This design comes from an exercise in tuning for small area, a short achievable clock period and few clock cycles per item on the open sky130 flow, not from production work. In this exercise RTL edits were held to simulation tests only and were not proved equivalent to the original. Power figures rest on the tool's default switching activity, not on a simulated workload.

Design quadrature_decoder_velocity_core, start of the top module:
module quadrature_decoder_velocity_core
(
    input  wire logic      clk,
    input  wire logic      rst_n,
    input  wire logic      in_valid,
    output logic           in_stall,
    input  wire logic [35:0] in_data_bits,
    output logic           out_valid,
    input  wire logic      out_stall,
    output logic [64:0]    out_data_bits
);
Size: ~2500 cells after synthesis, ~330 flip-flops, roughly 0.022 mm2 of cells after synthesis.
clock: 8.0 ns
lec_check: 0
cap_margin: 20
core_margin: 2
core_utilization: 55
place_density: 0.65
setup_slack_margin: 4.4
slew_margin: 20
run.sh (not shown) runs the stock make flow with config.mk's settings and CLKGATE_MAP_FILE= SYNTH_SCRIPT=/design/flow/synth_recipe.tcl, a recipe that flattens the netlist after the stock synthesis.
Testbench counts at the start, summed over its fixed seeds: cycles 32,309, items 24,063.
==> next run, changes <==
--- a/flow/design.v
+++ b/flow/design.v
@@ -122,22 +122,25 @@
             stall_r <= pop ? stall_pop : stall_keep;
             fcnt    <= pop ? fc_pop : fc_keep;
             fne     <= pop ? (fc_pop != '0) : (fc_keep != '0);
             ffull   <= pop ? (fc_pop == 5'(FD)) : (fc_keep == 5'(FD));
             busy    <= pop ? busy_pop : busy_keep;
         end
     end
-    assign eqz = (in_time == snap_time);
+    logic eq_old, eq_new;
+    assign eq_old = (in_data_bits[31:0] == snap_time);
+    assign eq_new = (in_data_bits[31:0] == in_time);
     always_ff @(posedge clk)
     begin
         if (in_fire)
         begin
             ibuf <= {in_data_bits[35:34],
                      in_data_bits[34] ^ (in_data_bits[33] != in_data_bits[32]),
                      in_data_bits[31:0]};
+            eqz  <= snap_upd ? eq_new : eq_old;
         end
     end
     always_comb
     begin
         case (in_op)
             qdv_pkg::OP_EDGE_A, qdv_pkg::OP_EDGE_B: push_code = in_up ? C_UP : C_DN;
             qdv_pkg::OP_QUERY:                      push_code = C_QRY;
@@ -227,16 +230,15 @@
                 snap_time <= in_time;
             end
         end
     end
     logic        rneg;
     logic [31:0] dv_hi;          
     logic [31:0] dv_rev;
-    logic [32:0] trial;
-    logic        tcarry;
+    logic [33:0] trial;
     logic        qbit;
     logic        skip16, skip8, skip4, skip2;
     assign rneg = rem[32];
     always_comb
         for (int p = 0; p < 32; p++)
             dv_rev[p] = !dv[31 - p];
     logic [31:0] dv_hr;
@@ -255,17 +257,17 @@
             m2[j]  = (j + 2 >= 32) ? 1'b1 : dv_hi[(j + 2) % 32];
         end
         skip16 = !rneg && (cnt >= 6'd16) && ((rem[31:0] & m16) == '0) && ((sq[32:17] & dv_hi[15:0]) == '0);
         skip8  = !rneg && (cnt >= 6'd8)  && ((rem[31:0] & m8) == '0)  && ((sq[32:25] & dv_hi[7:0]) == '0);
         skip4  = !rneg && (cnt >= 6'd4)  && ((rem[31:0] & m4) == '0)  && ((sq[32:29] & dv_hi[3:0]) == '0);
         skip2  = !rneg && (cnt >= 6'd2)  && ((rem[31:0] & m2) == '0)  && ((sq[32:31] & dv_hi[1:0]) == '0);
     end
-    qdv_add #(.N(33)) u_trial (.a({rem[31:0], sq[32]}),
-        .b(rneg ? {1'b0, dv} : ~{1'b0, dv}), .ci(!rneg), .y(trial), .co(tcarry));
-    assign qbit = tcarry;
+    qdv_add #(.N(34)) u_trial (.a({rem, sq[32]}),
+        .b(rneg ? {2'b00, dv} : ~{2'b00, dv}), .ci(!rneg), .y(trial), .co());
+    assign qbit = !trial[33];
     logic [31:0] quo, quo_t, quo_neg;
     logic [31:0] vel;
     logic        vsat;
     assign quo = sq[31:0];
     qdv_pand #(.N(32)) u_neg (.x(~quo), .t(quo_t));
     assign quo_neg = quo ^ ~quo_t;
     assign vsat    = dsat || (quo[31] && (!dneg || !quo_t[31]));
@@ -335,35 +337,37 @@
             begin
                 rem <= {rem[30:0], sq[32:31]};
                 sq  <= {sq[30:0], 2'd0};
                 cnt <= cnt - 6'd2;
             end
             else
             begin
-                rem <= {!tcarry, trial[31:0]};
+                rem <= trial[32:0];
                 sq  <= {sq[31:0], qbit};
                 cnt <= cnt - 6'd1;
                 if (cnt == 6'd33 && qbit)
                     dsat <= 1'b1;
             end
         end
     end
     logic        ovalid;
     logic [31:0] otick;
     logic [31:0] ovel;
     logic        ovv;
     logic        hok;            
-    logic [31:0] tick_t, tick_next;
-    qdv_pand #(.N(32)) u_tick (.x(head[1] ? ~otick : otick), .t(tick_t));
+    logic [31:0] tick_ti, tick_td, tick_next;
+    qdv_pand #(.N(32)) u_tick_i (.x(otick), .t(tick_ti));
+    qdv_pand #(.N(32)) u_tick_d (.x(~otick), .t(tick_td));
     always_comb
     begin
         case (head)
-            C_UP, C_DN: tick_next = otick ^ tick_t;
-            C_RST:      tick_next = '0;
-            default:    tick_next = otick;
+            C_UP:    tick_next = otick ^ tick_ti;
+            C_DN:    tick_next = otick ^ tick_td;
+            C_RST:   tick_next = '0;
+            default: tick_next = otick;
         endcase
     end
     assign hok = fne && (head != C_QRY || done);
     assign pop = hok && (!ovalid || !out_stall);
     always_ff @(posedge clk or negedge rst_n)
     begin
         if (!rst_n)
=> The changed run completed without violations. Synthesized area rises by 1.3%. Clock skew falls by 0.018 ns. Utilization rises by 0.26 points. First-iteration DRC count falls by 10%. Routed wire length falls by 1.4%. Clock power falls by about 4%. Maximum frequency rises by 2.3%. Die area rises by 1.3%. Worst setup slack improved by 0.081 ns.
Testbench counts after the change, summed over its fixed seeds: cycles 32,309, items 24,063.

[static timing again, ports no longer ideal]
How much do the figures lean on ideal ports? The routed layouts below were timed once more, with nothing changed but the port constraints. Step 1, drivers: a clkbuf_16 drives clk and a buf_2 each remaining input, both assumed. Step 2 times the ports against the registers' clock, not the clock port: input delays grow and output delays shrink by t, the midpoint of the rising clock arrivals with the driver on. a / b / c = ideal / step 1 / step 2; a / b = the first two.
| run | shift t [ns] | slack for setup (ns) | hold WS [ns] | latest minus earliest clock arrival (ns) |
|---|---|---|---|---|
| the first run | 0.625 | 4.322 / 4.322 / 3.908 | 0.480 / 0.480 / 0.480 | 0.039 / 0.039 |
| the second run | 0.620 | 4.403 / 4.403 / 4.156 | 0.510 / 0.510 / 0.510 | 0.020 / 0.020 |
After both steps every run listed still meets setup and hold. For the first run, which loses most, drivers alone change the setup slack by 0.000 ns; drivers and shift together by -0.414 ns.
